What follows belongs to an exercise in optimizing a design on an open flow for small area, a short achievable clock period and few clock cycles per item; a production flow would make more cautious choices.
RTL that was checked went through simulation tests only; none was proved equivalent to the original.
Only the layout flow was run in runs 1 to 3; the RTL was not checked for function there.
Power and IR drop assume default switching activity.

==> design.v <==
package tri_setup_pkg;
	localparam int COORD_W   = 12;
	localparam int ROW_W     = 10;                     
	localparam int FRAC_W    = 10;
	localparam int SLOPE_W   = 24;                     
	localparam int QUOT_BITS = 22;                     
	localparam int CNT_W     = 4;                      
	localparam int HDR_W     = 2 * COORD_W + 3 * ROW_W;
	typedef logic [COORD_W-1:0] coord_t;
	typedef logic [ROW_W-1:0] row_t;
	typedef logic [COORD_W:0] delta_t;                   
	typedef logic [SLOPE_W-1:0] slope_t;
	typedef logic [QUOT_BITS-1:0] quot_t;
	typedef logic [6*COORD_W-1:0] vtx_word_t;
	typedef logic [HDR_W-1:0] tri_hdr_t;
	typedef logic [HDR_W+3*SLOPE_W-1:0] tri_word_t;
endpackage
`timescale 1ns/10ps
module setup_sequencer (
	input  logic clk100,
	input  logic rst_n,
	input  logic next_frame,
	input  logic vtx_empty,
	input  logic tri_wait,
	input  logic div_last,       
	output logic idle,           
	output logic norm,           
	output logic run,
	output logic first,          
	output logic vtx_pop,
	output logic tri_push
);
	always_ff @(posedge clk100 or negedge rst_n)
	begin
		if (!rst_n)
		begin
			norm     <= 1'b0;
			first    <= 1'b0;
			run      <= 1'b0;
			tri_push <= 1'b0;
		end
		else if (next_frame)
		begin
			norm     <= 1'b0;
			first    <= 1'b0;
			run      <= 1'b0;
			tri_push <= 1'b0;
		end
		else
		begin
			norm     <= vtx_pop;
			first    <= norm;
			run      <= norm || (run && !div_last);
			tri_push <= run && div_last;
		end
	end
	assign idle    = !norm && !run && !tri_push;
	assign vtx_pop = idle && !vtx_empty && !tri_wait && !next_frame;
endmodule
`timescale 1ns/10ps
module vertex_sort (
	input  logic                      clk100,
	input  logic                      idle,
	input  tri_setup_pkg::vtx_word_t  vtx_data,
	output logic [3*(tri_setup_pkg::COORD_W+1)-1:0] dx,   
	output logic [3*(tri_setup_pkg::COORD_W+1)-1:0] dy,
	output tri_setup_pkg::tri_hdr_t   hdr,
	output logic [2:0]                ord          
);
	localparam int W = tri_setup_pkg::COORD_W;
	tri_setup_pkg::coord_t vx [0:2];
	tri_setup_pkg::coord_t vy [0:2];
	tri_setup_pkg::row_t   vr [0:2];
	logic       a_le_b;
	logic       a_le_c;
	logic       b_le_c;
	logic [1:0] i_top;
	logic [1:0] i_mid;
	logic [1:0] i_bot;
	logic       eq_ab;
	logic       eq_ac;
	logic       eq_bc;
	logic       same_row;
	tri_setup_pkg::tri_hdr_t hdr_d;
	always_comb
	begin
		for (int i = 0; i < 3; i++)
		begin
			vx[i] = vtx_data[(5-i)*W +: W];
			vy[i] = vtx_data[(2-i)*W +: W];
			vr[i] = vy[i][W-1:2];
		end
	end
	assign dx = {{1'b0, vx[1]} - {1'b0, vx[0]}, {1'b0, vx[2]} - {1'b0, vx[0]}, {1'b0, vx[2]} - {1'b0, vx[1]}};
	assign dy = {{1'b0, vy[1]} - {1'b0, vy[0]}, {1'b0, vy[2]} - {1'b0, vy[0]}, {1'b0, vy[2]} - {1'b0, vy[1]}};
	assign a_le_b = !dy[2*(W+1)+W];
	assign a_le_c = !dy[(W+1)+W];
	assign b_le_c = !dy[W];
	always_comb
	begin
		case ({a_le_b, a_le_c, b_le_c})
			3'b111:  {i_top, i_mid, i_bot} = {2'd0, 2'd1, 2'd2};
			3'b110:  {i_top, i_mid, i_bot} = {2'd0, 2'd2, 2'd1};
			3'b011:  {i_top, i_mid, i_bot} = {2'd1, 2'd0, 2'd2};
			3'b100:  {i_top, i_mid, i_bot} = {2'd2, 2'd0, 2'd1};
			3'b001:  {i_top, i_mid, i_bot} = {2'd1, 2'd2, 2'd0};
			3'b000:  {i_top, i_mid, i_bot} = {2'd2, 2'd1, 2'd0};
			default: {i_top, i_mid, i_bot} = {2'd0, 2'd1, 2'd2};   
		endcase
	end
	assign eq_ab = vr[0] == vr[1];
	assign eq_ac = vr[0] == vr[2];
	assign eq_bc = vr[1] == vr[2];
	assign same_row = (i_bot == 2'd0) ? eq_bc : ((i_bot == 2'd1) ? eq_ac : eq_ab);
	assign hdr_d = {vx[i_top], same_row ? vx[i_mid] : vx[i_top], vr[i_top], vr[i_mid], vr[i_bot]};
	always_ff @(posedge clk100)
	begin
		if (idle)
		begin
			hdr <= hdr_d;
			ord <= {a_le_b, a_le_c, b_le_c};
		end
	end
endmodule
`timescale 1ns/10ps
module slope_issue (
	input  tri_setup_pkg::delta_t            dx,
	input  tri_setup_pkg::delta_t            dy,
	output logic [tri_setup_pkg::COORD_W+1:0] w_init,    
	output logic [tri_setup_pkg::COORD_W-1:0] dvs,       
	output logic [3:0]                        lz_a,      
	output logic [3:0]                        lz_d,      
	output logic                              nz,        
	output logic                              neg
);
	localparam int W = tri_setup_pkg::COORD_W;
	logic [W-1:0] a_abs;
	logic [W-1:0] d_abs;
	logic [W-1:0] a_n;
	logic [W-1:0] d_n;
	logic [3:0]   la;
	logic [3:0]   ld;
	logic [W:0]   dx_n;
	logic [W:0]   dy_n;
	assign dx_n  = -dx;
	assign dy_n  = -dy;
	assign a_abs = dx[W] ? dx_n[W-1:0] : dx[W-1:0];
	assign d_abs = dy[W] ? dy_n[W-1:0] : dy[W-1:0];
	assign neg   = dx[W] ^ dy[W];
	always_comb
	begin
		logic [W-1:0] v;
		v = a_abs;
		la[3] = v[W-1:W-8] == '0;  if (la[3]) v = v << 8;
		la[2] = v[W-1:W-4] == '0;  if (la[2]) v = v << 4;
		la[1] = v[W-1:W-2] == '0;  if (la[1]) v = v << 2;
		la[0] = !v[W-1];           if (la[0]) v = v << 1;
		a_n = v;
	end
	always_comb
	begin
		logic [W-1:0] v;
		v = d_abs;
		ld[3] = v[W-1:W-8] == '0;  if (ld[3]) v = v << 8;
		ld[2] = v[W-1:W-4] == '0;  if (ld[2]) v = v << 4;
		ld[1] = v[W-1:W-2] == '0;  if (ld[1]) v = v << 2;
		ld[0] = !v[W-1];           if (ld[0]) v = v << 1;
		d_n = v;
	end
	assign dvs = d_n;
	assign lz_a   = la;
	assign lz_d   = ld;
	assign nz     = a_n[W-1] && d_n[W-1];
	assign w_init = (la[0] == ld[0]) ? {2'b00, a_n} : {1'b0, a_n, 1'b0};
endmodule
`timescale 1ns/10ps
module slope_divider (
	input  logic                               clk100,
	input  logic                               idle,
	input  logic                               norm,
	input  logic                               run,
	input  logic                               first,    
	input  tri_setup_pkg::delta_t              dx_in,
	input  tri_setup_pkg::delta_t              dy_in,
	input  logic [tri_setup_pkg::COORD_W+1:0]  w_norm,
	input  logic [tri_setup_pkg::COORD_W-1:0]  d_norm,
	input  logic [3:0]                         lza_norm,
	input  logic [3:0]                         lzd_norm,
	input  logic                               nz_norm,
	input  logic                               neg_norm,
	output logic [tri_setup_pkg::COORD_W+1:0]  w,        
	output logic [tri_setup_pkg::COORD_W:0]    d,        
	output logic                               neg,
	output logic                               last,     
	output tri_setup_pkg::quot_t               quot
);
	localparam int W = tri_setup_pkg::COORD_W;
	logic [W+1:0] d3;
	logic [W+2:0] r1;
	logic [W+2:0] r2;
	logic [W+2:0] r3;
	logic [1:0]   digit;
	logic [W-1:0] rest;
	logic [3:0]   cnt;       
	logic [3:0]   lza;
	logic         nz;
	logic [4:0]   c;
	logic [3:0]   steps;
	logic         hold;
	assign r1 = {1'b0, w} - {3'b000, d[W-1:0]};
	assign r2 = {1'b0, w} - {2'b00, d[W-1:0], 1'b0};
	assign r3 = {1'b0, w} - {1'b0, d3};
	always_comb
	begin
		if (!r3[W+2] && !first)
		begin
			digit = 2'd3;
			rest  = r3[W-1:0];
		end
		else if (!r2[W+2])
		begin
			digit = 2'd2;
			rest  = r2[W-1:0];
		end
		else if (!r1[W+2])
		begin
			digit = 2'd1;
			rest  = r1[W-1:0];
		end
		else
		begin
			digit = 2'd0;
			rest  = w[W-1:0];
		end
	end
	assign c     = 5'd11 + {1'b0, cnt} - {1'b0, lza};
	assign steps = 4'((c + 5'd1) >> 1);
	assign hold  = nz && (cnt[0] != lza[0]);
	assign last  = first ? (!nz || (!hold && steps == 4'd1)) : (cnt <= 1);
	always_ff @(posedge clk100)
	begin
		if (idle)
		begin
			w <= {dx_in[W], dx_in};
			d <= dy_in;
		end
		else if (norm)
		begin
			w    <= w_norm;
			d    <= {1'b0, d_norm};
			cnt  <= lzd_norm;
			lza  <= lza_norm;
			nz   <= nz_norm;
			neg  <= neg_norm;
			quot <= '0;
		end
		else if (run)
		begin
			if (first)
			begin
				d3 <= {1'b0, d[W-1:0]} + {d[W-1:0], 1'b0};
				if (!nz)
					cnt <= '0;
				else if (hold)
					cnt <= steps;
				else
				begin
					w    <= {rest, 2'b00};
					cnt  <= steps - 1'b1;
					quot <= {quot[tri_setup_pkg::QUOT_BITS-3:0], digit};
				end
			end
			else if (cnt != 0)
			begin
				w    <= {rest, 2'b00};
				cnt  <= cnt - 1'b1;
				quot <= {quot[tri_setup_pkg::QUOT_BITS-3:0], digit};
			end
		end
	end
endmodule
`timescale 1ns/10ps
module slope_collect (
	input  logic [3*tri_setup_pkg::QUOT_BITS-1:0] quot,    
	input  logic [2:0]               neg,
	input  logic [2:0]               ord,
	input  tri_setup_pkg::tri_hdr_t  hdr,
	output tri_setup_pkg::tri_word_t tri_data
);
	tri_setup_pkg::slope_t s [0:2];
	tri_setup_pkg::slope_t m_long;
	tri_setup_pkg::slope_t m_top;
	tri_setup_pkg::slope_t m_bot;
	logic [1:0] i_top;
	logic [1:0] i_mid;
	logic [1:0] i_bot;
	always_comb
	begin
		tri_setup_pkg::slope_t q;
		for (int k = 0; k < 3; k++)
		begin
			q = {{(tri_setup_pkg::SLOPE_W-tri_setup_pkg::QUOT_BITS){1'b0}}, quot[k*tri_setup_pkg::QUOT_BITS +: tri_setup_pkg::QUOT_BITS]};
			s[k] = neg[k] ? -q : q;
		end
	end
	always_comb
	begin
		case (ord)
			3'b111:  {i_top, i_mid, i_bot} = {2'd0, 2'd1, 2'd2};
			3'b110:  {i_top, i_mid, i_bot} = {2'd0, 2'd2, 2'd1};
			3'b011:  {i_top, i_mid, i_bot} = {2'd1, 2'd0, 2'd2};
			3'b100:  {i_top, i_mid, i_bot} = {2'd2, 2'd0, 2'd1};
			3'b001:  {i_top, i_mid, i_bot} = {2'd1, 2'd2, 2'd0};
			3'b000:  {i_top, i_mid, i_bot} = {2'd2, 2'd1, 2'd0};
			default: {i_top, i_mid, i_bot} = {2'd0, 2'd1, 2'd2};
		endcase
	end
	always_comb
	begin
		case (i_mid)
			2'd0:    m_long = s[0];
			2'd1:    m_long = s[1];
			default: m_long = s[2];
		endcase
		case (i_bot)
			2'd0:    m_top = s[0];
			2'd1:    m_top = s[1];
			default: m_top = s[2];
		endcase
		case (i_top)
			2'd0:    m_bot = s[0];
			2'd1:    m_bot = s[1];
			default: m_bot = s[2];
		endcase
	end
	assign tri_data = {hdr, m_long, m_top, m_bot};
endmodule
`timescale 1ns/10ps
module tri_setup_top (
	input  logic                     clk100,
	input  logic                     rst_n,
	input  logic                     next_frame,
	input  tri_setup_pkg::vtx_word_t vtx_data,
	input  logic                     vtx_empty,
	input  logic                     tri_wait,
	output logic                     vtx_pop,
	output tri_setup_pkg::tri_word_t tri_data,
	output logic                     tri_push
);
	localparam int W  = tri_setup_pkg::COORD_W;
	localparam int CW = tri_setup_pkg::CNT_W;
	logic                    idle;
	logic                    norm;
	logic                    run;
	logic                    first;
	logic [3*(W+1)-1:0]      dx;
	logic [3*(W+1)-1:0]      dy;
	tri_setup_pkg::tri_hdr_t hdr;
	logic [2:0]              ord;
	logic [W+1:0]            w    [0:2];
	logic [W:0]              d    [0:2];
	logic [2:0]              neg;
	logic [2:0]              last;
	logic [3*tri_setup_pkg::QUOT_BITS-1:0] quot;
	vertex_sort u_sort (
		.clk100   (clk100),
		.idle     (idle),
		.vtx_data (vtx_data),
		.dx       (dx),
		.dy       (dy),
		.hdr      (hdr),
		.ord      (ord)
	);
	for (genvar k = 0; k < 3; k++)
	begin : g_edge
		logic [W+1:0]  w_norm;
		logic [W-1:0]  d_norm;
		logic [3:0]    lza_norm;
		logic [3:0]    lzd_norm;
		logic          nz_norm;
		logic          neg_norm;
		slope_issue u_issue (
			.dx     (w[k][W:0]),
			.dy     (d[k]),
			.w_init (w_norm),
			.dvs    (d_norm),
			.lz_a   (lza_norm),
			.lz_d   (lzd_norm),
			.nz     (nz_norm),
			.neg    (neg_norm)
		);
		slope_divider u_div (
			.clk100   (clk100),
			.idle     (idle),
			.norm     (norm),
			.run      (run),
			.first    (first),
			.dx_in    (dx[k*(W+1) +: W+1]),
			.dy_in    (dy[k*(W+1) +: W+1]),
			.w_norm   (w_norm),
			.d_norm   (d_norm),
			.lza_norm (lza_norm),
			.lzd_norm (lzd_norm),
			.nz_norm  (nz_norm),
			.neg_norm (neg_norm),
			.w        (w[k]),
			.d        (d[k]),
			.neg      (neg[k]),
			.last     (last[k]),
			.quot     (quot[k*tri_setup_pkg::QUOT_BITS +: tri_setup_pkg::QUOT_BITS])
		);
	end
	setup_sequencer u_seq (
		.clk100     (clk100),
		.rst_n      (rst_n),
		.next_frame (next_frame),
		.vtx_empty  (vtx_empty),
		.tri_wait   (tri_wait),
		.div_last   (&last),
		.idle       (idle),
		.norm       (norm),
		.run        (run),
		.first      (first),
		.vtx_pop    (vtx_pop),
		.tri_push   (tri_push)
	);
	slope_collect u_collect (
		.quot     (quot),
		.neg      (neg),
		.ord      (ord),
		.hdr      (hdr),
		.tri_data (tri_data)
	);
endmodule
==> run.sh <==
#!/bin/bash
# synth_recipe.tcl (not shown) runs the flow's synth.tcl, then flattens the netlist and writes it again
# the make line also repeats each setting of config.mk as NAME=value (left out here)
make -C /OpenROAD-flow-scripts/flow DESIGN_CONFIG=/design/flow/config.mk WORK_HOME=/design/flow/orfs CLKGATE_MAP_FILE= SYNTH_SCRIPT=/design/flow/synth_recipe.tcl finish
==> config.mk <==
export PLATFORM = sky130hd
export DESIGN_NAME = tri_setup_top
export DESIGN_NICKNAME = tri_setup_top
export VERILOG_FILES = /design/flow/design.v
export SDC_FILE = /design/flow/constraint.sdc
export NUM_CORES = 4
export LEC_CHECK = 0
export CAP_MARGIN = 20
export CORE_MARGIN = 2
export CORE_UTILIZATION = 40
export SLEW_MARGIN = 20
==> constraint.sdc <==
create_clock -name core_clock -period 4.5 [get_ports {clk100}]
set_input_delay 0.9000 -clock core_clock [delete_from_list [all_inputs] [get_ports {clk100}]]
set_output_delay 0.9000 -clock core_clock [all_outputs]
set_load 0.01 [all_outputs]
==> impl_metrics.toml, run 1 <==
[global_routing]
grt_pass1_wl_mm = 164
grt_pass1_vias = 27700
antenna_found_initial = 17
grt_overflow = 0
grt_use_total_pct = 26.8
grt_max_degree = 102

[place]
dp.final_hpwl_mm = 86.1
io_buffers = 204
gp_congestion = 0.960
pre_cts_slack_ns = -0.452

[critical_path]
cp.arrival_ns = 3.83
required_ns = 3.60
ff2ff_setup_slack_ns = 0.33
cp-start-kind = "flop"
r2r_end = "g_edge[2].u_div.d[6]"
cp-end-kind = "primary output"
crit_path_max_incr_delay_ns = 0.44
reg2reg_from = "g_edge[2].u_div.d[2]"
path_max_fanout = 4
crit_chain = "inv_2 -> ha_4 -> or3b_4 -> or4_4 -> or4_4 -> or3_4 -> o31ai_4 -> xnor2_2 -> buf_4 -> nor2_1 -> a21oi_1 -> nor2_1 -> a21oi_1 -> buf_2"
reg2reg_depth = 13
cp_slowest_cell = "or4_4"
crit_type = "reg -> out"

[logic_synthesis]
synth_top_family_by_area = "compound AO/OA/AOI/OAI gates"
synthAdderAreaFrac_pct = 13.6
syn_area_sq_mm = 0.0308
synth.top_cell.area_share_pct = 26.9
yosysSeqAreaShare_pct = 27.2
synthArstFlopShare_pct = 1.43
synth_nets = 4043
syn_area_per_cell_sq_um = 8.46
synthFlopType = "edfxtp_1"
synthXorXnorAreaFrac_pct = 8.46
synth_seq_cells = 280
yosys-top-cells-area = "edfxtp_1, ha_1, xnor2_1"
synthSimpleGateAreaFrac_pct = 17.3
synth.mux.area_fraction_pct = 3.53
synth-edff-count = 276
synth_compound_area_share_pct = 24.5
yosysWarnings = 12
yosysUniqueCellTypes = 103
yosysTopAreaCell = "edfxtp_1"
syn_inst = 3644

[sta]
period_needed_ns = 4.73
worstMarginPinSlew_ns = 0.942
finalSetupViolations = 14
final_max_slew_viol_count = 0
setup_slack_ns = -0.231
min_period_over_period_pct = 105
skew_ns = 0.0358
fmax_mhz = 211
slew-limit-headroom_pct = 37.2
hold_viol_final = 0
rsz0062_at_grt = "yes"

[die]
core.rowCount = 101
start_util_pct = 40.5
die_width_um = 282
dieArea_sq_mm = 0.0793
ios = 205
die_h_um = 282
core_sq_mm = 0.0761

[clock_tree]
path_clk_slew_ns = 0.06
htree_levels = 2
cts_tree = "done"
cts-root-buf = "clkbuf_16"
clk_latency_ns = 0.58
clock-sinks = 280
postCtsHoldBufs = 0
cts_max_path_buffers = 3
cts_buffers = 40

[finish]
drive_gt1_share_pct = 12.4
synthToLayoutAreaGrowth_pct = 20.6
nets = 4408
mostFrequentLayoutCells = "ha_1, nand2_1, edfxtp_1"
nFillCells = 7347
post-route-util_pct = 48.9
layout_commonest_cell = "ha_1"

[pwr]
power_density_mw_per_mm2 = 642
peakVddDrop_mv = 0.281
p_leak_nw = 15.4

[routing]
wirelength_mm = 109
via_count = 29600
firstDrtPassIters = 5
drtIter0Drc = 2995
viasPerCell = 5.83
postRouteAntennaNets = 0
wl_per_cell_um = 21.5
drc = 0

[status]
status = "failed layout checks"
so_faults = "setup timing"

[flow_run]
cap_viol_max_count = 0

[hold_path]
hold_class = "in -> async"
## worst max-delay path: cells and delay by family (launching register included)
family	cells	cell delay, ns
simple gates	6	1.75
buf+inv	3	0.38
xor+xnor	1	0.16
compound gates	3	0.46
fa+ha+maj	1	0.13
flops	1	0.40
## final cells by class
| cell class | count | area (sq um) | area share (%) |
|---|---|---|---|
| flip-flops and latches | 280 | 8390 | 22.6 |
| multi-input cells | 2928 | 21100 | 56.6 |
| repair buffers | 480 | 4090 | 11.0 |
| clock buffers | 49 | 1030 | 2.78 |
| inverters | 279 | 1050 | 2.82 |
| well taps | 1030 | 1290 | 3.47 |
| clock inverters | 23 | 253 | 0.680 |
| diodes | 8 | 20.0 | 0.0538 |
## sequential cells by signal (all words and copies together) (netlist names), 3 cells and up
| name | count |
|---|---|
| g_edge.u_div.nz | 3 |
| u_sort.ord | 3 |
| g_edge.u_div.d | 39 |
| g_edge.u_div.d3 | 42 |
| u_sort.hdr | 54 |
| g_edge.u_div.neg | 3 |
| g_edge.u_div.lza | 12 |
| g_edge.u_div.cnt | 12 |
| g_edge.u_div.quot | 66 |
| g_edge.u_div.w | 42 |
## synth_stat cells (all sizes together), types with 37 or more instances
library cell,count
o21ai,234
mux2,39
a21oi,264
nand2,299
mux2i,65
o22ai,37
clkbuf,124
xnor2,193
nand2b,52
nor2b,112
ha,301
o31ai,46
inv,277
xor2,104
o211ai,56
a31oi,38
nor3,92
a21o,51
nor2,269
nand3,67
edfxtp,276
## power by group
part	switching [mW]	internal, mW	leakage (nW)
sequential	0.685	3.71	2.76
combinational	9.40	6.86	12.0
clock	1.31	1.92	0.620
total	11.4	12.5	15.4
## worst max path at each step
| stage | start | to | slack, ns | depth (start not counted) |
|---|---|---|---|---|
| after floorplan | vtx_data[0] | u_sort.hdr[36] | 0.01 | 18 |
| after global placement | vtx_data[12] | u_sort.hdr[31] | -0.43 | 17 |
| after detailed placement | vtx_data[12] | u_sort.hdr[35] | -0.45 | 15 |
| after CTS | g_edge[0].u_div.quot[0] | tri_data[64] | -0.25 | 14 |
| after global routing | g_edge[0].u_div.quot[1] | tri_data[64] | -0.34 | 14 |
| final | g_edge[0].u_div.quot[0] | tri_data[64] | -0.23 | 14 |
## layer usage
metal,track usage (%),wire [um]
met3,6.72,10500
met1,37.4,48700
met2,41.2,47000
met4,7.38,3000
met5,0,95
## timing repair
item                       in CTS  in global routing
setup endpoints to repair      30                 46
pin swaps                       7                  8
buffers inserted                5                  7
gates resized for setup        92                 28
## kinds of logic (layout without fill, tap and decap cells)
family          count (synthesis)  count (layout)
other cells                     0               8
xor+xnor                      297             297
fa+ha+maj                     322             322
buf+inv                       436             831
flops                         280             280
simple gates                 1088            1088
compound gates               1117            1117
mux                           104             104
## metrics by stage
| step | cells | hold slack, ns | setup TNS [ns] | total power, mW | area, sq um |
|---|---|---|---|---|---|
| after detailed placement | 4985 | 0.605 | -10.91 | 20.3 | 35700 |
| after CTS | 5062 | 0.527 | -1.35 | 23.6 | 37000 |
| final | 5077 | 0.548 | -1.60 | 23.9 | 37200 |
| after global routing | 5070 | 0.544 | -3.82 | 25.6 | 37200 |
| after global placement | 4985 | 0.584 | -9.99 | 20.3 | 35700 |
| after floorplan | 3644 | 0.537 | 0 | 15.2 | 30800 |
==> run 2, diff against run 1 <==
--- a/config.mk
+++ b/config.mk
@@ -8,4 +8,5 @@
 export CAP_MARGIN = 20
 export CORE_MARGIN = 2
 export CORE_UTILIZATION = 40
+export SETUP_SLACK_MARGIN = 0.3
 export SLEW_MARGIN = 20
==> run 2 against run 1 <==
Compared with the run above:
- the layout still fails its checks (setup timing)
- clock skew barely moved
- die area stayed put
- via count up 1.0%
- area after synthesis is the same
- cell count increased by 0.14%
- register-to-register slack better by 0.12 ns
- synthesized cell count stayed put
- sequential share of layout area shrank 0.32 points
- sequential power is essentially flat
- power rose by 0.30%
- wire length shrank 0.59%
- critical path type unchanged
- highest routed layer unchanged
==> impl_metrics.toml, run 2 <==
[finish]
mostFrequentLayoutCells = "ha_1, nand2_1, edfxtp_1"
nets = 4419
post-route-util_pct = 49.6
final_cells = 5084
drive_gt1_share_pct = 14.2
synthToLayoutAreaGrowth_pct = 22.3
design_area_sq_mm = 0.0377
largest_reg_flops = 66
top_register = "g_edge.u_div.quot"
reg_top3 = "g_edge.u_div.quot x66, u_sort.hdr x54"
layout_commonest_cell = "ha_1"

[routing]
drc = 0
wirelength_mm = 109
viasPerCell = 5.88
wl_per_cell_um = 21.4
via_count = 29900
firstDrtPassIters = 6
drtIter0Drc = 3221
postRouteAntennaNets = 0

[pwr]
power_mw = 24.0
p_sw_share_pct = 47.9
p_seq_share_pct = 18.4
combPwrFrac_pct = 68.4
power.switching_mw = 11.5
p_leak_nw = 15.6
power_density_mw_per_mm2 = 635
pwr-share-clk_pct = 13.2
intPower_mw = 12.5
peakVddDrop_mv = 0.317

[logic_synthesis]
yosys-top-cells-area = "edfxtp_1, ha_1, xnor2_1"
yosysTopAreaCell = "edfxtp_1"
syn_inst = 3644
yosysMostFrequentCell = "ha_1"
synthTopCellsByCount = "ha_1, nand2_1, edfxtp_1"
yosysUniqueCellTypes = 103
synthFlopType = "edfxtp_1"
synth.top_cell.area_share_pct = 26.9
syn_area_per_cell_sq_um = 8.46
yosysWarnings = 12
syn_area_sq_mm = 0.0308
yosysSeqAreaShare_pct = 27.2
synth_nets = 4043
synth-edff-count = 276
synthArstFlopShare_pct = 1.43
synth_seq_cells = 280

[clock_tree]
cts_max_path_buffers = 3
htree_levels = 2
clk_latency_ns = 0.59
cts_tree = "done"
path_clk_slew_ns = 0.06
cts-root-buf = "clkbuf_16"
cts_buffers = 39
clock-sinks = 280

[die]
die_width_um = 282
die_h_um = 282
dieArea_sq_mm = 0.0793
start_util_pct = 40.5
core.rowCount = 101
core_sq_mm = 0.0761
ios = 205

[status]
status = "failed layout checks"
so_faults = "setup timing"

[place]
dpl_cell_area_sq_mm = 0.0357
gp_congestion = 0.971
io_buffers = 204
dp.cells = 4966
pre_cts_slack_ns = -0.369
dp.final_hpwl_mm = 84.6

[sta]
hold_viol_final = 0
rsz0062_at_grt = "yes"
min_period_over_period_pct = 104
final_max_slew_viol_count = 0
finalSetupViolations = 18
worstMarginPinSlew_ns = 0.948
slew-limit-headroom_pct = 36.8
skew_ns = 0.0359
fmax_mhz = 213
period_needed_ns = 4.69
setup_slack_ns = -0.188

[critical_path]
crit_chain = "inv_2 -> ha_4 -> or3b_4 -> or4_4 -> or4_4 -> buf_4 -> buf_6 -> o31ai_4 -> xnor2_2 -> buf_4 -> nor2_1 -> a21oi_1 -> nor2_1 -> a21oi_2 -> buf_2"
reg2reg_from = "g_edge[0].u_div.d[2]"
cp_slowest_cell = "or4_4"
crit_path_max_incr_delay_ns = 0.45
path_max_fanout = 3
cp-start-kind = "flop"
required_ns = 3.60
cp-end-kind = "primary output"
crit_type = "reg -> out"
worstSetupStartpoint = "g_edge[0].u_div.quot[0]"
cp.arrival_ns = 3.79

[global_routing]
grt_pass1_wl_mm = 165
antenna_found_initial = 13
grt_overflow = 0
grt_use_total_pct = 26.7
grt_pass1_vias = 28000
grt_max_degree = 102

[hold_path]
hold_class = "in -> async"

[flow_run]
cap_viol_max_count = 0
==> run 2: cell count changes in the layout (fill, tap and decap cells not counted), sizes merged, moves of 3 or more <==
cell | previous run | this run
buf | 291 | 312
clkdlybuf4s50 | 176 | 158
dlymetal6s2s | 6 | 17
clkinv | 17 | 22
diode | 8 | 4
dlygate4sd2 | 6 | 2
clkbuf | 50 | 47
==> run 2: kinds of logic after synthesis <==
kind of cell,count (synthesis),synth area share (%)
mux,104,3.53
fa+ha+maj,322,13.6
flops,280,27.2
compound gates,1117,24.5
simple gates,1088,17.3
xor+xnor,297,8.46
buf+inv,436,5.38
==> run 2: worst paths after layout <==
path | cells after the start | end | slack (ns)
worst max-delay path | 15 | tri_data[60] | -0.19
worst min-delay path | 1 | u_seq.norm | 0.55
worst max register to register | 12 | g_edge[0].u_div.d[3] | 0.45
worst min register to register | 2 | u_seq.norm | 0.59
max in group asynchronous | 1 | u_seq.norm | 3.71
min in group core_clock | 2 | u_seq.norm | 0.59
==> run 2: layout make-up <==
class / count / area, sq um
fillers: 7382 / 38400
multi-input cells: 2928 / 21500
flip-flops and latches: 280 / 8390
repair buffers: 492 / 4260
well taps: 1030 / 1290
inverters: 279 / 1060
clock buffers: 45 / 998
clock inverters: 26 / 262
diodes: 4 / 10.0
==> run 2: power groups by stage <==
stage	logic, mW	registers (mW)	clock network [mW]
after floorplan	11.0	4.25	0
after CTS	16.0	4.39	3.21
after global placement	15.8	4.43	0
after global routing	17.9	4.48	3.30
after detailed placement	15.9	4.42	0
final	16.4	4.41	3.16
==> run 2: timing repair <==
action	in CTS	in global routing
pin swaps	30	22
gates resized for setup	175	77
cloned	0	0
setup buffers	23	20
hold buffers	0	0
endpoints found under the setup margin	58	98
==> run 2: worst max-delay path: cells and delay by family, from the launching register on <==
kind / cells / cell delay, ns
xor gates and xnor gates: 1 / 0.15
AOI/OAI and AO/OA: 3 / 0.53
and+or+nand+nor: 5 / 1.35
adders and majority gates: 1 / 0.13
buffers and inverters: 5 / 0.65
DFF: 1 / 0.40
==> run 2: routing by layer <==
metal | global-route usage [%] | vias to the layer above | part of all wire (%)
li1 | - | 14300 | -
met1 | 37.3 | 14300 | 45
met2 | 41.9 | 1161 | 44
met3 | 4.93 | 183 | 8.3
met4 | 7.58 | 18 | 3.1
met5 | 0 | - | 0.098
==> run 2: metrics by stage <==
stage,TNS [ns],hold WS [ns]
floorplan,0,0.537
global placement,-5.39,0.562
global route,-4.31,0.547
CTS,-1.86,0.521
detailed placement,-7.51,0.567
finish,-1.86,0.553
==> run 3, diff against run 2 <==
--- a/design.v
+++ b/design.v
@@ -283,17 +283,10 @@
 module slope_collect (
 	input  logic [3*tri_setup_pkg::QUOT_BITS-1:0] quot,    
 	input  logic [2:0]               neg,
-	input  logic [2:0]               ord,
 	input  tri_setup_pkg::tri_hdr_t  hdr,
 	output tri_setup_pkg::tri_word_t tri_data
 );
 	tri_setup_pkg::slope_t s [0:2];
-	tri_setup_pkg::slope_t m_long;
-	tri_setup_pkg::slope_t m_top;
-	tri_setup_pkg::slope_t m_bot;
-	logic [1:0] i_top;
-	logic [1:0] i_mid;
-	logic [1:0] i_bot;
 	always_comb
 	begin
 		tri_setup_pkg::slope_t q;
@@ -303,37 +296,7 @@
 			s[k] = neg[k] ? -q : q;
 		end
 	end
-	always_comb
-	begin
-		case (ord)
-			3'b111:  {i_top, i_mid, i_bot} = {2'd0, 2'd1, 2'd2};
-			3'b110:  {i_top, i_mid, i_bot} = {2'd0, 2'd2, 2'd1};
-			3'b011:  {i_top, i_mid, i_bot} = {2'd1, 2'd0, 2'd2};
-			3'b100:  {i_top, i_mid, i_bot} = {2'd2, 2'd0, 2'd1};
-			3'b001:  {i_top, i_mid, i_bot} = {2'd1, 2'd2, 2'd0};
-			3'b000:  {i_top, i_mid, i_bot} = {2'd2, 2'd1, 2'd0};
-			default: {i_top, i_mid, i_bot} = {2'd0, 2'd1, 2'd2};
-		endcase
-	end
-	always_comb
-	begin
-		case (i_mid)
-			2'd0:    m_long = s[0];
-			2'd1:    m_long = s[1];
-			default: m_long = s[2];
-		endcase
-		case (i_bot)
-			2'd0:    m_top = s[0];
-			2'd1:    m_top = s[1];
-			default: m_top = s[2];
-		endcase
-		case (i_top)
-			2'd0:    m_bot = s[0];
-			2'd1:    m_bot = s[1];
-			default: m_bot = s[2];
-		endcase
-	end
-	assign tri_data = {hdr, m_long, m_top, m_bot};
+	assign tri_data = {hdr, s[2], s[1], s[0]};
 endmodule
 `timescale 1ns/10ps
 module tri_setup_top (
@@ -357,6 +320,10 @@
 	logic [3*(W+1)-1:0]      dy;
 	tri_setup_pkg::tri_hdr_t hdr;
 	logic [2:0]              ord;
+	logic [1:0]              i_top;
+	logic [1:0]              i_mid;
+	logic [1:0]              i_bot;
+	logic [1:0]              src [0:2];
 	logic [W+1:0]            w    [0:2];
 	logic [W:0]              d    [0:2];
 	logic [2:0]              neg;
@@ -371,6 +338,21 @@
 		.hdr      (hdr),
 		.ord      (ord)
 	);
+	always_comb
+	begin
+		case (ord)
+			3'b111:  {i_top, i_mid, i_bot} = {2'd0, 2'd1, 2'd2};
+			3'b110:  {i_top, i_mid, i_bot} = {2'd0, 2'd2, 2'd1};
+			3'b011:  {i_top, i_mid, i_bot} = {2'd1, 2'd0, 2'd2};
+			3'b100:  {i_top, i_mid, i_bot} = {2'd2, 2'd0, 2'd1};
+			3'b001:  {i_top, i_mid, i_bot} = {2'd1, 2'd2, 2'd0};
+			3'b000:  {i_top, i_mid, i_bot} = {2'd2, 2'd1, 2'd0};
+			default: {i_top, i_mid, i_bot} = {2'd0, 2'd1, 2'd2};
+		endcase
+	end
+	assign src[2] = i_mid;
+	assign src[1] = i_bot;
+	assign src[0] = i_top;
 	for (genvar k = 0; k < 3; k++)
 	begin : g_edge
 		logic [W+1:0]  w_norm;
@@ -379,9 +361,19 @@
 		logic [3:0]    lzd_norm;
 		logic          nz_norm;
 		logic          neg_norm;
+		logic [W:0]    dx_sel;
+		logic [W:0]    dy_sel;
+		always_comb
+		begin
+			case (src[k])
+				2'd0:    {dx_sel, dy_sel} = {w[0][W:0], d[0]};
+				2'd1:    {dx_sel, dy_sel} = {w[1][W:0], d[1]};
+				default: {dx_sel, dy_sel} = {w[2][W:0], d[2]};
+			endcase
+		end
 		slope_issue u_issue (
-			.dx     (w[k][W:0]),
-			.dy     (d[k]),
+			.dx     (dx_sel),
+			.dy     (dy_sel),
 			.w_init (w_norm),
 			.dvs    (d_norm),
 			.lz_a   (lza_norm),
@@ -427,7 +419,6 @@
 	slope_collect u_collect (
 		.quot     (quot),
 		.neg      (neg),
-		.ord      (ord),
 		.hdr      (hdr),
 		.tri_data (tri_data)
 	);
--- a/config.mk
+++ b/config.mk
@@ -8,5 +8,4 @@
 export CAP_MARGIN = 20
 export CORE_MARGIN = 2
 export CORE_UTILIZATION = 40
-export SETUP_SLACK_MARGIN = 0.3
 export SLEW_MARGIN = 20
==> run 3 against run 2 <==
Compared with the run above:
- the layout still fails its checks (setup timing)
- power grew 40%
- largest cell class unchanged
- global-route usage grew 1.5 points
- register-to-register slack lost 0.54 ns
- die area grew 5.1%
- clock-buffer cell count shrank 1
- area after synthesis grew 5.2%
- final area grew 16%
- hold slack lost 0.044 ns
- critical endpoint is now g_edge[1].u_div.w[11]
- first-iteration DRC count shrank 4.0%
- fmax grew 2.0%
==> impl_metrics.toml, run 3 <==
[status]
status = "failed layout checks"
so_faults = "setup timing"

[sta]
final_max_slew_viol_count = 0
worstMarginPinSlew_ns = 0.854
fmax_mhz = 218
rsz0062_at_grt = "yes"
hold_viol_final = 0
tns_ns = -0.302
skew_ns = 0.0389
period_needed_ns = 4.59
min_period_over_period_pct = 102
finalSetupViolations = 9
slew-limit-headroom_pct = 43.0
setup_slack_ns = -0.0947

[finish]
post-route-util_pct = 54.5
top_register = "g_edge.u_div.quot"
layout_commonest_cell = "buf_4"
mostFrequentLayoutCells = "buf_4, nor2_1, inv_1"
seq_area_sq_mm = 0.00839
nets = 4934
multiInputGateArea_sq_mm = 0.0234
synthToLayoutAreaGrowth_pct = 35.0
drive_gt1_share_pct = 24.6
largest_reg_flops = 66
reg_top3 = "g_edge.u_div.quot x66, u_sort.hdr x54"
nFillCells = 7394

[logic_synthesis]
synth_nets = 4122
yosys-top-cells-area = "edfxtp_1, ha_1, xnor2_1"
syn_area_per_cell_sq_um = 8.65
syn_area_sq_mm = 0.0324
syn_inst = 3752
synthArstFlopShare_pct = 1.43
yosysTopAreaCell = "edfxtp_1"
yosysSeqAreaShare_pct = 25.9
synthFlopType = "edfxtp_1"
synth_seq_cells = 280
yosysUniqueCellTypes = 123
yosysMostFrequentCell = "nor2_1"
synth.top_cell.area_share_pct = 25.5
synthTopCellsByCount = "nor2_1, inv_1, edfxtp_1"
synth-edff-count = 276
yosysWarnings = 14

[routing]
viasPerCell = 5.83
via_count = 33000
wirelength_mm = 124
firstDrtPassIters = 6
wl_per_cell_um = 22.0
postRouteAntennaNets = 0
drc = 0
drtIter0Drc = 3092

[global_routing]
busiest_layer = "met2"
grt_overflow = 0
grt_pass1_vias = 31100
grtUsageMet2_pct = 47.5
grt_pass1_wl_mm = 183
grtUsageMet3_pct = 3.55
grt_use_total_pct = 28.2
antenna_found_initial = 1
grt_max_degree = 107
grtUsageMet1_pct = 36.3

[critical_path]
reg2reg_depth = 18
crit_path_max_incr_delay_ns = 0.53
r2r_end = "g_edge[1].u_div.w[11]"
crit_type = "reg -> reg"
required_ns = 4.81
ff2ff_setup_slack_ns = -0.09
reg2reg_from = "u_sort.ord[0]"
cp-end-kind = "flop"
cp-start-kind = "flop"
path_max_fanout = 12
crit_family = "compound AO/OA/AOI/OAI gates"
cp.arrival_ns = 4.90
endpoint = "g_edge[1].u_div.w[11]"
cp_slowest_cell = "edfxtp_1"
crit_chain = "buf_6 -> buf_12 -> buf_8 -> mux2i_4 -> buf_12 -> o221ai_1 -> buf_4 -> nand3_1 -> mux2i_1 -> a32oi_2 -> a211o_1 -> buf_4 -> o31a_1 -> nand2b_1 -> o221a_2 -> o211ai_1 -> buf_4 -> o2111ai_1"
cp.buffers_inverters = 7
crit_top_cell = "buf_4"
worst-path-stages = 18
worstSetupStartpoint = "u_sort.ord[0]"

[die]
core.rowCount = 104
die_h_um = 289
dieArea_sq_mm = 0.0834
start_util_pct = 40.3
core_sq_mm = 0.0804
die_width_um = 289
ios = 205

[clock_tree]
cts_buffers = 40
postCtsHoldBufs = 0
clk_latency_ns = 0.60
cts_tree = "done"
path_clk_slew_ns = 0.07
htree_levels = 2
cts-root-buf = "clkbuf_16"
cts_max_path_buffers = 3
clock-sinks = 280

[place]
dp.final_hpwl_mm = 96.0
gp_congestion = 0.989
io_buffers = 204

[flow_run]
cap_viol_max_count = 0

[hold_path]
hold_class = "in -> async"

[pwr]
p_leak_nw = 18.4
power_density_mw_per_mm2 = 766
power_mw = 33.6
peakVddDrop_mv = 0.411
==> run 3: worst min-delay path by stage <==
stage / startpoint / end / slack (ns) / cells past startpoint
after floorplan: g_edge[0].u_div.quot[1] / g_edge[0].u_div.quot[3] / 0.55 / 2
after global placement: g_edge[0].u_div.quot[1] / g_edge[0].u_div.quot[3] / 0.57 / 2
after detailed placement: g_edge[0].u_div.quot[1] / g_edge[0].u_div.quot[3] / 0.59 / 2
after CTS: rst_n / u_seq.run / 0.49 / 1
after global routing: rst_n / u_seq.run / 0.52 / 1
final: rst_n / u_seq.run / 0.51 / 1
==> run 3: area by class of cell <==
class | instances | share of cell area [%]
clock buffer | 44 | 2.32
clock inverter | 29 | 0.740
timing repair buffer | 930 | 18.6
antenna | 1 | 0.00571
tap | 1060 | 3.03
sequential | 280 | 19.2
multi-input combinational | 3013 | 53.5
inverter | 299 | 2.58
==> run 3: metal layers <==
| layer | up-vias | part of all wire [%] |
|---|---|---|
| li1 | 15600 | - |
| met1 | 15800 | 42 |
| met2 | 1264 | 47 |
| met3 | 264 | 6.4 |
| met4 | 2 | 4.5 |
| met5 | - | 0.010 |
==> run 3: power by group <==
| part | leakage (nW) | switching [mW] | internal (mW) |
|---|---|---|---|
| logic | 15.0 | 13.5 | 11.9 |
| clock network | 0.650 | 1.39 | 1.94 |
| registers | 2.76 | 1.11 | 3.76 |
| total | 18.4 | 16.0 | 17.6 |
==> run 3: cells by family (layout without fill, tap and decap cells) <==
logic type	Yosys count	after routing	share of synthesized area, %
fa+ha+maj	293	293	11.8
compound gates	1133	1133	24.7
buf+inv	459	1302	6.21
flops	280	280	25.9
xor+xnor	268	268	7.28
simple gates	1113	1113	17.2
other cells	0	1	0
mux	206	206	6.95
==> run 3: metrics by stage <==
stage	hold WS, ns	instances	worst slack [ns]	instance area [sq um]
floorplan	0.550	3752	0.0181	32500
global placement	0.571	5496	-0.661	40000
finish	0.510	5656	-0.0947	43800
CTS	0.488	5585	-0.0390	41700
detailed placement	0.590	5496	-0.650	40000
global route	0.517	5655	-0.185	43800
==> run 3: what timing repair did <==
item,CTS,global route
buffers inserted,15,62
gates resized for setup,49,300
endpoints found under the setup margin,89,113
gates cloned,1,10
pin swaps,15,81
==> run 4, diff against run 3 <==
--- a/design.v
+++ b/design.v
@@ -192,14 +192,14 @@
 	output logic [tri_setup_pkg::COORD_W:0]    d,        
 	output logic                               neg,
 	output logic                               last,     
-	output tri_setup_pkg::quot_t               quot
+	output logic                               step,     
+	output logic [1:0]                         digit
 );
 	localparam int W = tri_setup_pkg::COORD_W;
 	logic [W+1:0] d3;
 	logic [W+2:0] r1;
 	logic [W+2:0] r2;
 	logic [W+2:0] r3;
-	logic [1:0]   digit;
 	logic [W-1:0] rest;
 	logic [3:0]   cnt;       
 	logic [3:0]   lza;
@@ -237,6 +237,7 @@
 	assign steps = 4'((c + 5'd1) >> 1);
 	assign hold  = nz && (cnt[0] != lza[0]);
 	assign last  = first ? (!nz || (!hold && steps == 4'd1)) : (cnt <= 1);
+	assign step  = run && (first ? (nz && !hold) : (cnt != 0));
 	always_ff @(posedge clk100)
 	begin
 		if (idle)
@@ -252,7 +253,6 @@
 			lza  <= lza_norm;
 			nz   <= nz_norm;
 			neg  <= neg_norm;
-			quot <= '0;
 		end
 		else if (run)
 		begin
@@ -267,34 +267,71 @@
 				begin
 					w    <= {rest, 2'b00};
 					cnt  <= steps - 1'b1;
-					quot <= {quot[tri_setup_pkg::QUOT_BITS-3:0], digit};
 				end
 			end
 			else if (cnt != 0)
 			begin
 				w    <= {rest, 2'b00};
 				cnt  <= cnt - 1'b1;
-				quot <= {quot[tri_setup_pkg::QUOT_BITS-3:0], digit};
 			end
 		end
 	end
 endmodule
 `timescale 1ns/10ps
 module slope_collect (
-	input  logic [3*tri_setup_pkg::QUOT_BITS-1:0] quot,    
+	input  logic                     clk100,
+	input  logic                     norm,      
+	input  logic [2:0]               step,      
+	input  logic [5:0]               digit,     
 	input  logic [2:0]               neg,
+	input  logic [2:0]               ord,
 	input  tri_setup_pkg::tri_hdr_t  hdr,
 	output tri_setup_pkg::tri_word_t tri_data
 );
-	tri_setup_pkg::slope_t s [0:2];
+	tri_setup_pkg::quot_t  quot [0:2];       
+	tri_setup_pkg::slope_t s    [0:2];
+	logic [1:0] i_top;
+	logic [1:0] i_mid;
+	logic [1:0] i_bot;
+	logic [1:0] src [0:2];
 	always_comb
 	begin
+		case (ord)
+			3'b111:  {i_top, i_mid, i_bot} = {2'd0, 2'd1, 2'd2};
+			3'b110:  {i_top, i_mid, i_bot} = {2'd0, 2'd2, 2'd1};
+			3'b011:  {i_top, i_mid, i_bot} = {2'd1, 2'd0, 2'd2};
+			3'b100:  {i_top, i_mid, i_bot} = {2'd2, 2'd0, 2'd1};
+			3'b001:  {i_top, i_mid, i_bot} = {2'd1, 2'd2, 2'd0};
+			3'b000:  {i_top, i_mid, i_bot} = {2'd2, 2'd1, 2'd0};
+			default: {i_top, i_mid, i_bot} = {2'd0, 2'd1, 2'd2};
+		endcase
+	end
+	assign src[2] = i_mid;
+	assign src[1] = i_bot;
+	assign src[0] = i_top;
+	for (genvar e = 0; e < 3; e++)
+	begin : g_quot
+		logic       e_step;
+		logic [1:0] e_digit;
+		logic       e_neg;
 		tri_setup_pkg::slope_t q;
-		for (int k = 0; k < 3; k++)
+		always_comb
 		begin
-			q = {{(tri_setup_pkg::SLOPE_W-tri_setup_pkg::QUOT_BITS){1'b0}}, quot[k*tri_setup_pkg::QUOT_BITS +: tri_setup_pkg::QUOT_BITS]};
-			s[k] = neg[k] ? -q : q;
+			case (src[e])
+				2'd0:    {e_step, e_digit, e_neg} = {step[0], digit[1:0], neg[0]};
+				2'd1:    {e_step, e_digit, e_neg} = {step[1], digit[3:2], neg[1]};
+				default: {e_step, e_digit, e_neg} = {step[2], digit[5:4], neg[2]};
+			endcase
+		end
+		always_ff @(posedge clk100)
+		begin
+			if (norm)
+				quot[e] <= '0;
+			else if (e_step)
+				quot[e] <= {quot[e][tri_setup_pkg::QUOT_BITS-3:0], e_digit};
 		end
+		assign q    = {{(tri_setup_pkg::SLOPE_W-tri_setup_pkg::QUOT_BITS){1'b0}}, quot[e]};
+		assign s[e] = e_neg ? -q : q;
 	end
 	assign tri_data = {hdr, s[2], s[1], s[0]};
 endmodule
@@ -320,15 +357,12 @@
 	logic [3*(W+1)-1:0]      dy;
 	tri_setup_pkg::tri_hdr_t hdr;
 	logic [2:0]              ord;
-	logic [1:0]              i_top;
-	logic [1:0]              i_mid;
-	logic [1:0]              i_bot;
-	logic [1:0]              src [0:2];
 	logic [W+1:0]            w    [0:2];
 	logic [W:0]              d    [0:2];
 	logic [2:0]              neg;
 	logic [2:0]              last;
-	logic [3*tri_setup_pkg::QUOT_BITS-1:0] quot;
+	logic [2:0]              step;
+	logic [5:0]              digit;
 	vertex_sort u_sort (
 		.clk100   (clk100),
 		.idle     (idle),
@@ -338,21 +372,6 @@
 		.hdr      (hdr),
 		.ord      (ord)
 	);
-	always_comb
-	begin
-		case (ord)
-			3'b111:  {i_top, i_mid, i_bot} = {2'd0, 2'd1, 2'd2};
-			3'b110:  {i_top, i_mid, i_bot} = {2'd0, 2'd2, 2'd1};
-			3'b011:  {i_top, i_mid, i_bot} = {2'd1, 2'd0, 2'd2};
-			3'b100:  {i_top, i_mid, i_bot} = {2'd2, 2'd0, 2'd1};
-			3'b001:  {i_top, i_mid, i_bot} = {2'd1, 2'd2, 2'd0};
-			3'b000:  {i_top, i_mid, i_bot} = {2'd2, 2'd1, 2'd0};
-			default: {i_top, i_mid, i_bot} = {2'd0, 2'd1, 2'd2};
-		endcase
-	end
-	assign src[2] = i_mid;
-	assign src[1] = i_bot;
-	assign src[0] = i_top;
 	for (genvar k = 0; k < 3; k++)
 	begin : g_edge
 		logic [W+1:0]  w_norm;
@@ -361,19 +380,9 @@
 		logic [3:0]    lzd_norm;
 		logic          nz_norm;
 		logic          neg_norm;
-		logic [W:0]    dx_sel;
-		logic [W:0]    dy_sel;
-		always_comb
-		begin
-			case (src[k])
-				2'd0:    {dx_sel, dy_sel} = {w[0][W:0], d[0]};
-				2'd1:    {dx_sel, dy_sel} = {w[1][W:0], d[1]};
-				default: {dx_sel, dy_sel} = {w[2][W:0], d[2]};
-			endcase
-		end
 		slope_issue u_issue (
-			.dx     (dx_sel),
-			.dy     (dy_sel),
+			.dx     (w[k][W:0]),
+			.dy     (d[k]),
 			.w_init (w_norm),
 			.dvs    (d_norm),
 			.lz_a   (lza_norm),
@@ -399,7 +408,8 @@
 			.d        (d[k]),
 			.neg      (neg[k]),
 			.last     (last[k]),
-			.quot     (quot[k*tri_setup_pkg::QUOT_BITS +: tri_setup_pkg::QUOT_BITS])
+			.step     (step[k]),
+			.digit    (digit[2*k +: 2])
 		);
 	end
 	setup_sequencer u_seq (
@@ -417,8 +427,12 @@
 		.tri_push   (tri_push)
 	);
 	slope_collect u_collect (
-		.quot     (quot),
+		.clk100   (clk100),
+		.norm     (norm),
+		.step     (step),
+		.digit    (digit),
 		.neg      (neg),
+		.ord      (ord),
 		.hdr      (hdr),
 		.tri_data (tri_data)
 	);
--- a/config.mk
+++ b/config.mk
@@ -5,6 +5,7 @@
 export SDC_FILE = /design/flow/constraint.sdc
 export NUM_CORES = 4
 export LEC_CHECK = 0
+export ABC_AREA = 1
 export CAP_MARGIN = 20
 export CORE_MARGIN = 2
 export CORE_UTILIZATION = 40
==> run 4 against run 3 <==
Compared with the run above:
- the run now finishes clean
- critical path depth decreased by 8
- final area decreased by 22%
- global-route usage decreased by 1.8 points
- worst setup slack improved by 0.37 ns
- critical path type is now reg -> out
- largest power group unchanged
- highest routed layer unchanged
==> impl_metrics.toml, run 4 <==
[logic_synthesis]
yosysSeqAreaShare_pct = 26.3
synth_nets = 4638
syn_inst = 4242
synthArstFlopShare_pct = 1.43
yosysTopAreaCell = "edfxtp_1"
yosysWarnings = 14
yosys-top-cells-area = "edfxtp_1, nand2_1, ha_1"
synthFlopType = "edfxtp_1"
syn_area_per_cell_sq_um = 6.93
synth-edff-count = 210
synthTopCellsByCount = "nand2_1, inv_1, nor2_1"
synth.top_cell.area_share_pct = 21.4
syn_area_sq_mm = 0.0294
yosysUniqueCellTypes = 73
synth_seq_cells = 280
yosysMostFrequentCell = "nand2_1"

[sta]
worstMarginPinSlew_ns = 0.928
finalSetupViolations = 0
tns_ns = 0
slew-limit-headroom_pct = 38.1
fmax_mhz = 237
final_max_slew_viol_count = 0
hold_viol_final = 0
skew_ns = 0.0288
period_needed_ns = 4.23
rsz0062_at_grt = "no"
hold_ws_ns = 0.513
min_period_over_period_pct = 93.9

[die]
die_width_um = 275
ios = 205
die_h_um = 275
core.rowCount = 99
dieArea_sq_mm = 0.0757
core_sq_mm = 0.0728
start_util_pct = 40.4

[finish]
final_cells = 5477
drive_gt1_share_pct = 6.75
nets = 4884
nFillCells = 7444
design_area_sq_mm = 0.0343
top_register = "u_collect.quot"
layout_commonest_cell = "nand2_1"
reg_top3 = "u_collect.quot x66, u_sort.hdr x54"
largest_reg_flops = 66
synthToLayoutAreaGrowth_pct = 16.8
mostFrequentLayoutCells = "nand2_1, inv_1, nor2_1"

[place]
dp.cells = 5406
dpl_cell_area_sq_mm = 0.0330
gp_congestion = 0.999
dp.final_hpwl_mm = 80.5
io_buffers = 204

[clock_tree]
cts_tree = "done"
clk_latency_ns = 0.58
path_clk_slew_ns = 0.06
clock-sinks = 280
cts_max_path_buffers = 3
cts_buffers = 37
cts-root-buf = "clkbuf_16"
htree_levels = 2

[pwr]
p_sw_share_pct = 49.9
power_density_mw_per_mm2 = 646
intPower_mw = 11.1
p_seq_share_pct = 21.6
pwr-share-clk_pct = 14.0
p_leak_nw = 16.6
power_mw = 22.2
combPwrFrac_pct = 64.5
peakVddDrop_mv = 0.353
power.switching_mw = 11.1

[global_routing]
grt_pass1_wl_mm = 156
grt_use_total_pct = 26.4
grt_max_degree = 60
grt_pass1_vias = 27500
grt_overflow = 0
antenna_found_initial = 15

[critical_path]
path_max_fanout = 14
cp-end-kind = "primary output"
cp-start-kind = "flop"
crit_type = "reg -> out"
required_ns = 3.60
cp.arrival_ns = 3.33

[routing]
wl_per_cell_um = 18.5
postRouteAntennaNets = 0
wirelength_mm = 101
drtIter0Drc = 2839
via_count = 29400
viasPerCell = 5.37
firstDrtPassIters = 6
drc = 0

[status]
status = "timing/DRC/antenna clean"

[hold_path]
hold_class = "reg -> reg"

[flow_run]
cap_viol_max_count = 0
run 4: cell count changes after synthesis, moves of 68 or more:
cell	previous run	this run
a21oi_1	215	283
inv_1	296	564
mux2i_1	145	3
nand2_1	260	1023
nand3_1	55	318
nor2b_1	135	0
o21ai_0	215	309
xnor2_1	200	75
run 4: repair_timing:
| action | CTS | global route |
|---|---|---|
| endpoints found under the hold margin | 0 | 0 |
| buffers inserted | 0 | 1 |
| hold buffers | 0 | 0 |
| gates cloned | 0 | 1 |
| pin swaps | 0 | 1 |
| gates resized for setup | 1 | 11 |
| setup endpoints to repair | 13 | 37 |
run 4: routing by layer:
metal | track usage [%] | part of all wire (%)
met1 | 35.4 | 45
met2 | 42.2 | 44
met3 | 5.39 | 7.6
met4 | 8.96 | 3.5
met5 | 0 | 0.17
run 4: worst paths after layout:
kind | end | depth (start not counted) | slack (ns) | start
min in group asynchronous | u_seq.tri_push | 1 | 0.57 | rst_n
worst min-delay path | u_collect.quot[1][2] | 2 | 0.51 | u_collect.quot[1][0]
worst max-delay path | tri_data[49] | 10 | 0.27 | u_sort.ord[0]
worst max register to register | g_edge[2].u_div.d[7] | 19 | 0.69 | g_edge[2].u_div.d[1]
worst min register to register | u_collect.quot[1][2] | 2 | 0.51 | u_collect.quot[1][0]
max in group asynchronous | u_seq.norm | 1 | 3.66 | rst_n
run 4: area by class of cell:
cell class / count / area (sq um) / share of cell area (%)
multi-input combinational: 3263 / 19000 / 55.2
tap: 959 / 1200 / 3.49
clock inverter: 18 / 195 / 0.568
clock buffer: 49 / 1040 / 3.04
timing repair buffer: 314 / 2960 / 8.63
inverter: 592 / 2230 / 6.50
sequential: 280 / 7730 / 22.5
antenna: 2 / 5.00 / 0.0146
run 4: critical path, stage by stage, from the launching register on:
cell,delay (ns)
edfxtp_1,0.49
inv_1,0.14
ha_1,0.32
inv_1,0.04
nor2_1,0.22
nand2_1,0.09
nand3_1,0.11
buf_4,0.22
inv_1,0.20
o21ai_0,0.32
clkdlybuf4s50_1,0.60
run 4: cells by family after synthesis:
family                     synth area share, %
muxes                                    0.102
xor gates and xnor gates                  6.22
AOI/OAI and AO/OA                         17.0
and+or+nand+nor                           26.9
DFF                                       26.3
adders and majority gates                 14.1
buffers and inverters                     9.39
run 4: power groups by stage:
stage	clock [mW]	sequential (mW)	combinational (mW)
after global placement	0	4.80	14.1
after floorplan	0	4.44	10.0
after CTS	3.17	4.76	14.2
after detailed placement	0	4.79	14.1
final	3.10	4.78	14.3
after global routing	3.24	4.88	16.1
run 4: stage by stage:
stage | utilization (%) | setup WS, ns
6_report | 47.1 | 0.274
5_1_grt | 47.1 | 0.00963
4_1_cts | 47.0 | 0.0419
3_5_place_dp | 45.3 | -0.318
3_3_place_gp | 45.3 | -0.253
2_1_floorplan | - | 0.0767
Testbench counts of run 4, summed over its fixed seeds: cycles 8,061, items 800.
==> run 5, diff against run 4 <==
--- a/config.mk
+++ b/config.mk
@@ -9,4 +9,5 @@
 export CAP_MARGIN = 20
 export CORE_MARGIN = 2
 export CORE_UTILIZATION = 40
+export SETUP_SLACK_MARGIN = 1.0
 export SLEW_MARGIN = 20
==> run 5 against run 4 <==
Compared with the run above:
- worst setup slack improved by 0.49 ns
- critical path depth increased by 2
- hold slack got worse by 0.0035 ns
- combinational power increased by 9.8%
- synthesized cell count unchanged
- register-to-register slack improved by 0.39 ns
- power increased by 6.6%
- clock skew decreased by 0.0096 ns
- flip-flop and latch count unchanged
- sequential power about the same
- via count increased by 3.9%
- area after synthesis unchanged
==> impl_metrics.toml, run 5 <==
[routing]
firstDrtPassIters = 6
wirelength_mm = 106
via_count = 30600
drtIter0Drc = 2581
postRouteAntennaNets = 0
drc = 0
wl_per_cell_um = 18.7
viasPerCell = 5.40

[die]
ios = 205
core_sq_mm = 0.0728
core.rowCount = 99
die_width_um = 275
start_util_pct = 40.4
die_h_um = 275
dieArea_sq_mm = 0.0757

[sta]
skew_ns = 0.0192
fmax_mhz = 268
rsz0062_at_grt = "yes"
worstMarginPinSlew_ns = 0.903
period_needed_ns = 3.73
hold_ws_ns = 0.510
hold_viol_final = 0
min_period_over_period_pct = 83.0
final_max_slew_viol_count = 0
finalSetupViolations = 0
slew-limit-headroom_pct = 39.8

[critical_path]
crit_path_max_incr_delay_ns = 0.35
cp-end-kind = "primary output"
crit_chain = "nor3_4 -> nand2_2 -> nor3_4 -> nand2_2 -> nor3_2 -> nand2_1 -> nor3_2 -> nand3_1 -> buf_4 -> o31ai_4 -> xnor2_1 -> buf_2"
path_max_fanout = 4
reg2reg_depth = 22
crit_type = "reg -> out"
cp_slowest_cell = "dfxtp_2"
cp.arrival_ns = 2.83
required_ns = 3.60
cp-start-kind = "flop"

[logic_synthesis]
yosysTopAreaCell = "edfxtp_1"
yosys-top-cells-area = "edfxtp_1, nand2_1, ha_1"
yosysSeqAreaShare_pct = 26.3
yosysUniqueCellTypes = 73
synthFlopType = "edfxtp_1"
synth_nets = 4638
syn_area_per_cell_sq_um = 6.93
syn_area_sq_mm = 0.0294
yosysMostFrequentCell = "nand2_1"
yosysWarnings = 14
synth_seq_cells = 280
syn_inst = 4242
synthArstFlopShare_pct = 1.43
synthTopCellsByCount = "nand2_1, inv_1, nor2_1"
synth-edff-count = 210
synth.top_cell.area_share_pct = 21.4

[clock_tree]
cts_buffers = 36
htree_levels = 2
clock-sinks = 280
path_clk_slew_ns = 0.06
cts_tree = "done"
postCtsHoldBufs = 0
cts_max_path_buffers = 3
cts-root-buf = "clkbuf_16"
clk_latency_ns = 0.57

[finish]
largest_reg_flops = 66
drive_gt1_share_pct = 17.8
synthToLayoutAreaGrowth_pct = 26.9
layout_commonest_cell = "nand2_1"
nets = 5069
final_cells = 5660
reg_top3 = "u_collect.quot x66, u_sort.hdr x54"
top_register = "u_collect.quot"
mostFrequentLayoutCells = "nand2_1, inv_1, nor2_1"

[global_routing]
grt_use_total_pct = 26.8
grt_max_degree = 60
grt_overflow = 0
grt_pass1_vias = 28200
grt_pass1_wl_mm = 159
antenna_found_initial = 15

[pwr]
p_leak_nw = 17.9
power_mw = 23.6
power_density_mw_per_mm2 = 634
peakVddDrop_mv = 0.352

[place]
gp_congestion = 0.974
io_buffers = 204
dp.cells = 5396
dp.final_hpwl_mm = 80.2

[flow_run]
cap_viol_max_count = 0

[hold_path]
holdPathStages = 2
hold_class = "reg -> reg"

[status]
status = "timing/DRC/antenna clean"
run 5: changes by cell type in the layout (fill, tap and decap cells not counted), sizes merged:
cell and change:
dlygate4sd2 +28, bufinv +1, clkinvlp +8, inv -5, clkbuf +7, clkdlybuf4s50 -101
bufbuf +1, clkdlybuf4s15 +8, nand2 +1, clkinv +2, dlymetal6s2s +10, diode -1
buf +224
run 5: cells by family after synthesis:
| kind of cell | synth area share, % |
|---|---|
| AOI/OAI and AO/OA | 17.0 |
| adders and majority gates | 14.1 |
| DFF | 26.3 |
| and+or+nand+nor | 26.9 |
| muxes | 0.102 |
| buffers and inverters | 9.39 |
| xor gates and xnor gates | 6.22 |
run 5: worst paths after layout:
path,startpoint,endpoint,slack [ns]
hold / removal,u_collect.quot[0][0],u_collect.quot[0][2],0.51
setup reg to reg,u_sort.ord[2],u_collect.quot[1][20],1.08
min in group asynchronous,rst_n,u_seq.norm,0.58
max in group asynchronous,rst_n,u_seq.norm,3.68
hold reg to reg,u_collect.quot[0][0],u_collect.quot[0][2],0.51
setup / recovery,u_collect.quot[2][2],tri_data[69],0.77
run 5: layer usage:
layer / up-vias / global-route usage [%] / part of all wire (%)
met5: - / 0 / 0.18
met4: 28 / 10.3 / 4.3
met3: 214 / 5.18 / 7.5
met2: 1055 / 43.3 / 45
met1: 14100 / 35.4 / 43
li1: 15100 / - / -
run 5: repair_timing:
action	CTS	global route
gates cloned	9	5
resized for setup	408	364
buffers inserted	87	97
endpoints found under the setup margin	176	189
pin swaps	55	98
run 5: critical path, delay by kind of cell, from the launching register on:
family / cells / cell delay (ns)
xor gates and xnor gates: 1 / 0.17
and+or+nand+nor: 8 / 1.23
buffers and inverters: 2 / 0.34
AOI/OAI and AO/OA: 1 / 0.19
DFF: 1 / 0.35
run 5: area by class of cell:
cell class | count | area, sq um
diodes | 1 | 2.50
clock buffers | 46 | 1000
clock inverters | 19 | 239
fillers | 7248 | 35500
inverters | 592 | 2320
multi-input cells | 3264 | 20300
flip-flops and latches | 280 | 7750
well taps | 959 | 1200
repair buffers | 494 | 4400
repair inverters | 5 | 60.1
run 5: stage by stage:
step	worst slack (ns)	area (sq um)	setup TNS, ns	util (%)
after floorplan	0.527	29500	0	-
after global placement	-0.147	33000	-2.37	45.3
after detailed placement	-0.200	33000	-3.41	45.3
after CTS	0.796	35400	0	48.6
after global routing	0.609	37300	0	51.2
final	0.765	37300	0	51.2
run 5: power by group:
| group | switching (mW) | internal (mW) | leakage (nW) |
|---|---|---|---|
| clock network | 1.28 | 1.83 | 0.603 |
| registers | 1.03 | 3.76 | 2.70 |
| logic | 9.60 | 6.15 | 14.6 |
==> run 6, diff against run 5 <==
--- a/config.mk
+++ b/config.mk
@@ -9,5 +9,5 @@
 export CAP_MARGIN = 20
 export CORE_MARGIN = 2
 export CORE_UTILIZATION = 40
-export SETUP_SLACK_MARGIN = 1.0
+export SETUP_SLACK_MARGIN = 1.5
 export SLEW_MARGIN = 20
==> run 6 against run 5 <==
Compared with the run above:
- sequential share of layout area is 2.7 points lower
- hold slack got worse by 0.0055 ns
- wire length grew 9.9%
- utilization rose by 7.7 points
- clock-buffer cell count is 3 higher
- global-route usage rose by 0.26 points
- critical path depth shrank 1
- die area unchanged
==> impl_metrics.toml, run 6 <==
[global_routing]
grt_pass1_vias = 28300
grt_overflow = 0
grt_use_total_pct = 27.1
grt_max_degree = 58
antenna_found_initial = 14
grt_pass1_wl_mm = 160

[critical_path]
ff2ff_setup_slack_ns = 1.24
crit_type = "reg -> out"
crit_chain = "nor3_4 -> nand2_2 -> nor3_4 -> nand2_2 -> nor3_4 -> nand2_2 -> nor3_4 -> nand3_2 -> o31ai_4 -> xnor2_1 -> buf_2"
r2r_end = "g_edge[0].u_div.w[7]"
required_ns = 3.60
cp.arrival_ns = 2.84
reg2reg_from = "g_edge[0].u_div.d[2]"
cp-start-kind = "flop"
worstSetupStartpoint = "u_collect.quot[2][0]"
endpoint = "tri_data[69]"
cp_slowest_cell = "dfxtp_4"
crit_top_cell = "nor3_4"

[sta]
period_needed_ns = 3.74
tns_ns = 0
hold_viol_final = 0
fmax_mhz = 267
skew_ns = 0.0261

[place]
io_buffers = 204
dp.final_hpwl_mm = 80.9
gp_congestion = 0.975

[logic_synthesis]
syn_inst = 4242
yosys-top-cells-area = "edfxtp_1, nand2_1, ha_1"
syn_area_sq_mm = 0.0294
yosysWarnings = 14
synth_seq_cells = 280
synth_compound_area_share_pct = 17.0
synthXorXnorAreaFrac_pct = 6.22
synth.top_cell.area_share_pct = 21.4
yosysSeqAreaShare_pct = 26.3
yosysMostFrequentCell = "nand2_1"
synthFlopType = "edfxtp_1"
yosysUniqueCellTypes = 73
synth_nets = 4638
synthArstFlopShare_pct = 1.43
yosysTopAreaCell = "edfxtp_1"

[finish]
layout_commonest_cell = "nand2_1"
drive_gt1_share_pct = 33.4
reg_top3 = "u_collect.quot x66, u_sort.hdr x54"
mostFrequentLayoutCells = "nand2_1, inv_1, buf_4"
nets = 5347

[clock_tree]
path_clk_slew_ns = 0.06
cts_tree = "done"
cts-root-buf = "clkbuf_16"
cts_max_path_buffers = 3
cts_buffers = 38
clk_latency_ns = 0.60

[routing]
postRouteAntennaNets = 0
drc = 0
wirelength_mm = 116
viasPerCell = 5.51
drtIter0Drc = 2877
via_count = 32800
firstDrtPassIters = 6

[pwr]
p_leak_nw = 20.0
power_mw = 28.5

[die]
ios = 205
core_sq_mm = 0.0728
start_util_pct = 40.4
die_width_um = 275
core.rowCount = 99
dieArea_sq_mm = 0.0757

[flow_run]
cap_viol_max_count = 0

[status]
status = "timing/DRC/antenna clean"

[hold_path]
hold_class = "reg -> reg"
holdCritStartpoint = "u_collect.quot[0][0]"
## run 6: cell counts after synthesis
Identical to the previous run, type by type.
## run 6: power by group
group,internal (mW),total [mW],leakage (nW),switching [mW]
sequential,3.77,4.77,2.70,1.00
combinational,8.56,20.6,16.7,12.0
clock,1.87,3.18,0.627,1.31
total,14.2,28.5,20.0,14.3
## run 6: cell families after synthesis
kind of cell	count (synthesis)
buffers and inverters	699
AND/OR/NAND/NOR	1870
flip-flops	280
AO/OA/AOI/OAI	863
XOR/XNOR	208
adder cells (fa/ha/maj)	319
multiplexers	3
## run 6: cell type report
| class | count | area [sq um] |
|---|---|---|
| Multi-Input combinational cell | 3274 | 23400 |
| Clock buffer | 49 | 1030 |
| Sequential cell | 280 | 7750 |
| Tap cell | 959 | 1200 |
| Timing Repair Buffer | 762 | 6790 |
| Antenna cell | 5 | 12.5 |
| Inverter | 592 | 2430 |
| Timing Repair inverter | 3 | 35.0 |
| Fill cell | 6584 | 29900 |
| Clock inverter | 21 | 262 |
## run 6: worst min-delay path by stage
stage / end / slack (ns) / cells past startpoint
after floorplan: u_collect.quot[1][3] / 0.47 / 2
after global placement: u_collect.quot[2][3] / 0.50 / 2
after detailed placement: u_collect.quot[2][4] / 0.51 / 2
after CTS: u_collect.quot[0][2] / 0.51 / 2
after global routing: u_collect.quot[0][2] / 0.51 / 2
final: u_collect.quot[0][2] / 0.50 / 2
## run 6: repair_timing
| item | CTS | global route |
|---|---|---|
| hold buffers | 0 | 0 |
| pin swaps | 95 | 374 |
| buffers inserted | 116 | 323 |
| endpoints found under the setup margin | 229 | 269 |
| cloned | 6 | 23 |
| resized for setup | 567 | 1157 |
## run 6: layer usage
| layer | vias to the layer above | wire [um] | GRT usage, % |
|---|---|---|---|
| met4 | 16 | 5800 | 11.2 |
| met1 | 15400 | 47300 | 36.1 |
| met2 | 1298 | 53100 | 43.0 |
| met3 | 312 | 9900 | 4.98 |
| met5 | - | 94 | 0 |
| li1 | 15800 | - | - |
## run 6: worst max-delay path: cells and delay by family (launching register included)
| family | cells | cell delay (ns) |
|---|---|---|
| compound gates | 1 | 0.28 |
| xor+xnor | 1 | 0.15 |
| simple gates | 8 | 1.29 |
| flops | 1 | 0.36 |
| buf+inv | 1 | 0.16 |
## run 6: metrics by stage
| stage | hold WS, ns | cell area (sq um) | setup WS, ns | instances | util [%] |
|---|---|---|---|---|---|
| floorplan | 0.472 | 29700 | 0.529 | 4242 | - |
| global placement | 0.502 | 33200 | -0.146 | 5402 | 45.5 |
| detailed placement | 0.508 | 33200 | -0.198 | 5402 | 45.5 |
| CTS | 0.507 | 36100 | 0.863 | 5594 | 49.6 |
| global route | 0.514 | 42900 | 0.602 | 5940 | 58.9 |
| finish | 0.504 | 42900 | 0.759 | 5945 | 59.0 |

Re-timed with assumed drivers on the ports (clkbuf_16 on the clock, buf_2 on other inputs), run 6 has 0.696 ns of setup slack against 0.759 ns with ideal ports, and 0.322 ns once port delays also move by the mid clock arrival of 0.646 ns.
